Background: an optimization exercise with open tools, aiming at small area. Do not read the settings as production practice. In this exercise RTL edits were held to simulation tests only and were not proved equivalent to the original. Power figures rest on the tool's default switching activity, not on a simulated workload.

## epsilon
==> flow/design.v <==
`timescale 1ns/1ps
module conv_in_top (
	input  logic                        clk,
	input  logic                        rst_n,
	input  logic                        enable,
	input  logic [1:0]                  cmd,
	input  logic [32-1:0]  pixel_in,
	output logic [1:0]                  ack,
	output logic [8-1:0] rom_addr,
	output logic [(2 + 6 * 32)-1:0]        window
);
	localparam int PW = 32;
	localparam int NP = 3 * 8;
	localparam logic [1:0] M_IDLE = 2'd0;
	localparam logic [1:0] M_PRE = 2'd1;
	localparam logic [1:0] M_SHIFT = 2'd2;
	localparam logic [1:0] M_LOAD = 2'd3;
	logic [1:0] mode;
	logic [3:0] cnt;
	logic [2:0] row_ok;
	logic bias_q;
	logic [1:0] nrows;
	logic [NP*PW-1:0] pix;
	logic idle;
	logic fetch;
	logic rotate;
	logic [2:0] show;
	assign idle = (mode == M_IDLE);
	assign row_ok = {nrows != 2'd0, nrows[1], nrows == 2'd3};
	assign bias_q = (ack == 2'd2);
	assign fetch = (mode == M_PRE) || (mode == M_LOAD);
	assign rotate = (mode == M_SHIFT) && (cnt != 4'd0) && (cnt != 4'd9);
	always_ff @(posedge clk or negedge rst_n) begin
		if (!rst_n) begin
			mode <= M_IDLE;
			cnt <= '0;
			nrows <= '0;
			ack <= 2'd0;
			rom_addr <= '0;
		end else if (enable) begin
			ack <= 2'd0;
			cnt <= cnt + 4'd1;
			case (mode)
				M_IDLE: begin
					cnt <= '0;
					case (cmd)
						2'd1: begin
							mode <= M_PRE;
							rom_addr <= '0;
							nrows <= 2'd3;
						end
						2'd3: begin
							mode <= M_LOAD;
							if (nrows != 2'd3) nrows <= nrows + 2'd1;
						end
						2'd2: mode <= M_SHIFT;
						default: ;
					endcase
				end
				M_PRE: begin
					rom_addr <= rom_addr + 1'b1;
					if (rom_addr == 8'd23) begin
						mode <= M_IDLE;
						ack <= 2'd1;
					end
				end
				M_LOAD: begin
					rom_addr <= rom_addr + 1'b1;
					if (cnt == 4'd7) begin
						mode <= M_IDLE;
						ack <= 2'd3;
					end
				end
				default: begin
					if (cnt == 4'd9) begin
						mode <= M_IDLE;
						ack <= 2'd2;
					end
				end
			endcase
		end
	end
	always_ff @(posedge clk) begin
		if (enable) begin
			for (int i = 0; i < NP; i++) begin
				if (i % 8 != 8 - 1) begin
					if (fetch || rotate) pix[i*PW +: PW] <= pix[(i+1)*PW +: PW];
				end else if (fetch) begin
					if (i == NP - 1) pix[i*PW +: PW] <= pixel_in;
					else if (i == 2*8 - 1) pix[i*PW +: PW] <= ~pix[(i+1)*PW +: PW];
					else pix[i*PW +: PW] <= pix[(i+1)*PW +: PW];
				end else if (rotate) begin
					pix[i*PW +: PW] <= pix[(i-8+1)*PW +: PW];
				end
			end
		end
	end
	assign show[0] = (mode == M_SHIFT) && (cnt >= 4'd1) && (cnt <= 4'd3) && row_ok[0];
	assign show[1] = (mode == M_SHIFT) && (cnt >= 4'd4) && (cnt <= 4'd6) && row_ok[1];
	assign show[2] = (mode == M_SHIFT) && (cnt >= 4'd7) && (cnt <= 4'd9) && row_ok[2];
	assign window[(2 + 6 * 32)-1] = (mode == M_SHIFT) && (cnt != 4'd0);
	assign window[(2 + 6 * 32)-2] = bias_q;
	for (genvar j = 0; j < 6; j++) begin : g_lane
		assign window[j*PW +: PW] = ({PW{bias_q}} & 32'h3F800000)
			| ({PW{show[0]}} & ~pix[(0*8 + j)*PW +: PW])
			| ({PW{show[1]}} & ~pix[(1*8 + (j + 5) % 8)*PW +: PW])
			| ({PW{show[2]}} & pix[(2*8 + (j + 2) % 8)*PW +: PW]);
	end
endmodule
Settings: LEC_CHECK=0, CAP_MARGIN=20, CORE_MARGIN=2, CORE_UTILIZATION=75, SLEW_MARGIN=20; clock period 5.0 ns.
standard.sh (not shown) runs the stock make flow with config.mk's settings and CLKGATE_MAP_FILE= SYNTH_SCRIPT=/design/flow/synth_recipe.tcl, a recipe that flattens the netlist after the stock synthesis.
==> flow/flow/run.sh <==
#!/bin/bash
# Standard ORFS layout with three changes: ABC maps for area only, the port
# buffers are the smallest buffer cell, and clock tree synthesis clusters
# more sinks per buffer and adds no dummy loads. The make output goes to
# flow_make.log here; each ORFS step keeps its own log under orfs/logs/.
set -euo pipefail
export FLOW_WORK=$PWD
export FLOW_ABC_SCRIPT=$PWD/flow/abc_min_area.script
bash standard.sh \
	"SYNTH_SCRIPT=$PWD/flow/synth_min_area.tcl" \
	"BUFFER_PORTS_ARGS=-buffer_cell sky130_fd_sc_hd__buf_1" \
	"CTS_ARGS=-sink_clustering_enable -repair_clock_nets -dont_use_dummy_load -buf_list sky130_fd_sc_hd__clkbuf_8 -sink_clustering_size 16 -sink_clustering_max_diameter 50" \
	finish > flow_make.log 2>&1
==> flow/flow/abc_min_area.script <==
strash
dch -f
amap
==> flow/flow/synth_min_area.tcl <==
# The standard synthesis (synth_recipe.tcl in the work folder), except that
# ABC maps the logic with flow/abc_min_area.script, an area-only mapping.
proc abc {args} {
  set i [lsearch -exact $args -script]
  if { $i >= 0 } {
    lset args [expr { $i + 1 }] $::env(FLOW_ABC_SCRIPT)
  }
  yosys abc {*}$args
}
source $::env(FLOW_WORK)/synth_recipe.tcl
Relative to epsilon, the following input files were edited for delta:
--- a/flow/design.v
+++ b/flow/design.v
@@ -20,5 +20,4 @@
 	logic [2:0] row_ok;
 	logic bias_q;
-	logic [1:0] nrows;
 	logic [NP*PW-1:0] pix;
 	logic idle;
@@ -27,6 +26,4 @@
 	logic [2:0] show;
 	assign idle = (mode == M_IDLE);
-	assign row_ok = {nrows != 2'd0, nrows[1], nrows == 2'd3};
-	assign bias_q = (ack == 2'd2);
 	assign fetch = (mode == M_PRE) || (mode == M_LOAD);
 	assign rotate = (mode == M_SHIFT) && (cnt != 4'd0) && (cnt != 4'd9);
@@ -35,9 +32,11 @@
 			mode <= M_IDLE;
 			cnt <= '0;
-			nrows <= '0;
+			row_ok <= '0;
+			bias_q <= 1'b0;
 			ack <= 2'd0;
 			rom_addr <= '0;
 		end else if (enable) begin
 			ack <= 2'd0;
+			bias_q <= 1'b0;
 			cnt <= cnt + 4'd1;
 			case (mode)
@@ -48,9 +47,9 @@
 							mode <= M_PRE;
 							rom_addr <= '0;
-							nrows <= 2'd3;
+							row_ok <= 3'b111;
 						end
 						2'd3: begin
 							mode <= M_LOAD;
-							if (nrows != 2'd3) nrows <= nrows + 2'd1;
+							row_ok <= {1'b1, row_ok[2:1]};
 						end
 						2'd2: mode <= M_SHIFT;
@@ -76,4 +75,5 @@
 						mode <= M_IDLE;
 						ack <= 2'd2;
+						bias_q <= 1'b1;
 					end
 				end
[summary]
- Re final routed wire length divided by cell count: delta is 1.8% down on epsilon.
- Clock network fraction of total power: delta vs epsilon down 2.2 points
- Fraction of met1 tracks used by global routing: delta and epsilon compared, lower one is delta
- Cmp delta and epsilon / register-to-register slack / higher: epsilon
- The utilization of the core after routing of delta and that of epsilon are within noise of each other.
- delta -> epsilon: complex-gate fraction of the synthesized area flat
- [delta] global routing met3 resource utilization fell 0.77 points relative to epsilon
- Total nets after synthesis: delta > epsilon
- Delta (delta minus epsilon): initial standard-cell utilization of the core held; worst ir drop on vdd moved up; endpoint arrival time on the critical path dropped 480 ps; area of the die has remained practically unchanged.
- Between delta and epsilon, the sequential share of layout area does not differ in any meaningful way.
- Detailed placement HPWL on delta is ahead of epsilon.

Setup of nickel:
RTL: the design.v shown in full above, as it stands there.
clock: 5.0 ns
lec_check: 0
cap_margin: 20
core_margin: 2
core_utilization: 75
slew_margin: 20
==> flow/flow/run.sh <==
#!/bin/bash
# Standard ORFS layout with three changes: ABC maps for area only, the port
# buffers are the smallest buffer cell, and clock tree synthesis clusters
# more sinks per buffer and adds no dummy loads. The make output goes to
# flow_make.log here; each ORFS step keeps its own log under orfs/logs/.
set -euo pipefail
export FLOW_WORK=$PWD
export FLOW_ABC_SCRIPT=$PWD/flow/abc_min_area.script
bash standard.sh \
	"SYNTH_SCRIPT=$PWD/flow/synth_min_area.tcl" \
	"BUFFER_PORTS_ARGS=-buffer_cell sky130_fd_sc_hd__buf_1" \
	"CTS_ARGS=-sink_clustering_enable -repair_clock_nets -dont_use_dummy_load -buf_list sky130_fd_sc_hd__clkbuf_4 -sink_clustering_size 11 -sink_clustering_max_diameter 38" \
	finish > flow_make.log 2>&1
Scripts as last shown in full above: flow/flow/abc_min_area.script, flow/flow/synth_min_area.tcl
No stage failed in nickel, and the final checks on the layout all came back clean.
Relative to nickel, the following input files were edited for lagoon:
-- flow/design.v --
<<< nickel, line 20
	logic [2:0] row_ok;
	logic bias_q;
	logic [1:0] nrows;
	logic [NP*PW-1:0] pix;
	logic idle;
>>> lagoon, line 20
	logic [2:0] row_ok;
	logic bias_q;
	logic [NP*PW-1:0] pix;
	logic idle;
<<< nickel, line 27
	logic [2:0] show;
	assign idle = (mode == M_IDLE);
	assign row_ok = {nrows != 2'd0, nrows[1], nrows == 2'd3};
	assign bias_q = (ack == 2'd2);
	assign fetch = (mode == M_PRE) || (mode == M_LOAD);
	assign rotate = (mode == M_SHIFT) && (cnt != 4'd0) && (cnt != 4'd9);
>>> lagoon, line 26
	logic [2:0] show;
	assign idle = (mode == M_IDLE);
	assign fetch = (mode == M_PRE) || (mode == M_LOAD);
	assign rotate = (mode == M_SHIFT) && (cnt != 4'd0) && (cnt != 4'd9);
<<< nickel, line 35
			mode <= M_IDLE;
			cnt <= '0;
			nrows <= '0;
			ack <= 2'd0;
			rom_addr <= '0;
		end else if (enable) begin
			ack <= 2'd0;
			cnt <= cnt + 4'd1;
			case (mode)
>>> lagoon, line 32
			mode <= M_IDLE;
			cnt <= '0;
			row_ok <= '0;
			bias_q <= 1'b0;
			ack <= 2'd0;
			rom_addr <= '0;
		end else if (enable) begin
			ack <= 2'd0;
			bias_q <= 1'b0;
			cnt <= cnt + 4'd1;
			case (mode)
<<< nickel, line 48
							mode <= M_PRE;
							rom_addr <= '0;
							nrows <= 2'd3;
						end
						2'd3: begin
							mode <= M_LOAD;
							if (nrows != 2'd3) nrows <= nrows + 2'd1;
						end
						2'd2: mode <= M_SHIFT;
>>> lagoon, line 47
							mode <= M_PRE;
							rom_addr <= '0;
							row_ok <= 3'b111;
						end
						2'd3: begin
							mode <= M_LOAD;
							row_ok <= {1'b1, row_ok[2:1]};
						end
						2'd2: mode <= M_SHIFT;
<<< nickel, line 76
						mode <= M_IDLE;
						ack <= 2'd2;
					end
				end
>>> lagoon, line 75
						mode <= M_IDLE;
						ack <= 2'd2;
						bias_q <= 1'b1;
					end
				end
- nickel tops out at a lower clock frequency than lagoon.
- Comparing the two runs side by side, lagoon comes out ahead of nickel on worst setup slack.
- What nickel reported for internal cell power has to be multiplied by 1.09 to get the figure for lagoon.
- Comparing lagoon and nickel, first-pass iteration count of the detailed router is lower on lagoon.
- Vias per cell (lagoon vs. nickel) decreases slightly
- Going from nickel to lagoon, the static leakage was found to have gone up by about 1.2%.
- Power density over the cells (lagoon vs. nickel) increases by more than 10%
- Between lagoon and nickel, total stage count of the critical path is higher for lagoon, nickel comes in under that.
- The logic gate share of total power number comes out higher for lagoon vs nickel.
- nickel was routed with more vias than lagoon.

## separate check: timing with driven ports
Ports are ideal in the flow. The routed layouts listed here were re-timed in OpenROAD.
Step 1: set_driving_cell puts a clkbuf_16 on clk and a buf_2 on each other input, an assumption about the parent block.
Step 2 moves the port delays by t, midway between the first and last clock arrival at a register: inputs arrive t later, outputs are due t later. That takes back most of the time a late clock gives input paths.
a / b / c = no drivers / after step 1 / after step 2; a / b = the first two.
| run | shift t [ns] | setup WS [ns] | worst hold slack (ns) | worst setup path after step 2 |
|---|---|---|---|---|
| epsilon | 0.706 | 0.167 / 0.116 / 0.822 | 0.251 / 0.224 / 0.411 | register to output |
| delta | 0.719 | 0.645 / 0.592 / 1.311 | 0.288 / 0.258 / 0.406 | register to output |
| nickel | 0.828 | 0.294 / 0.240 / 1.068 | 0.103 / 0.074 / 0.378 | register to output |
| lagoon | 0.857 | 0.530 / 0.474 / 1.331 | 0.135 / 0.102 / 0.389 | register to output |
After both steps setup and hold are still met in every run listed.
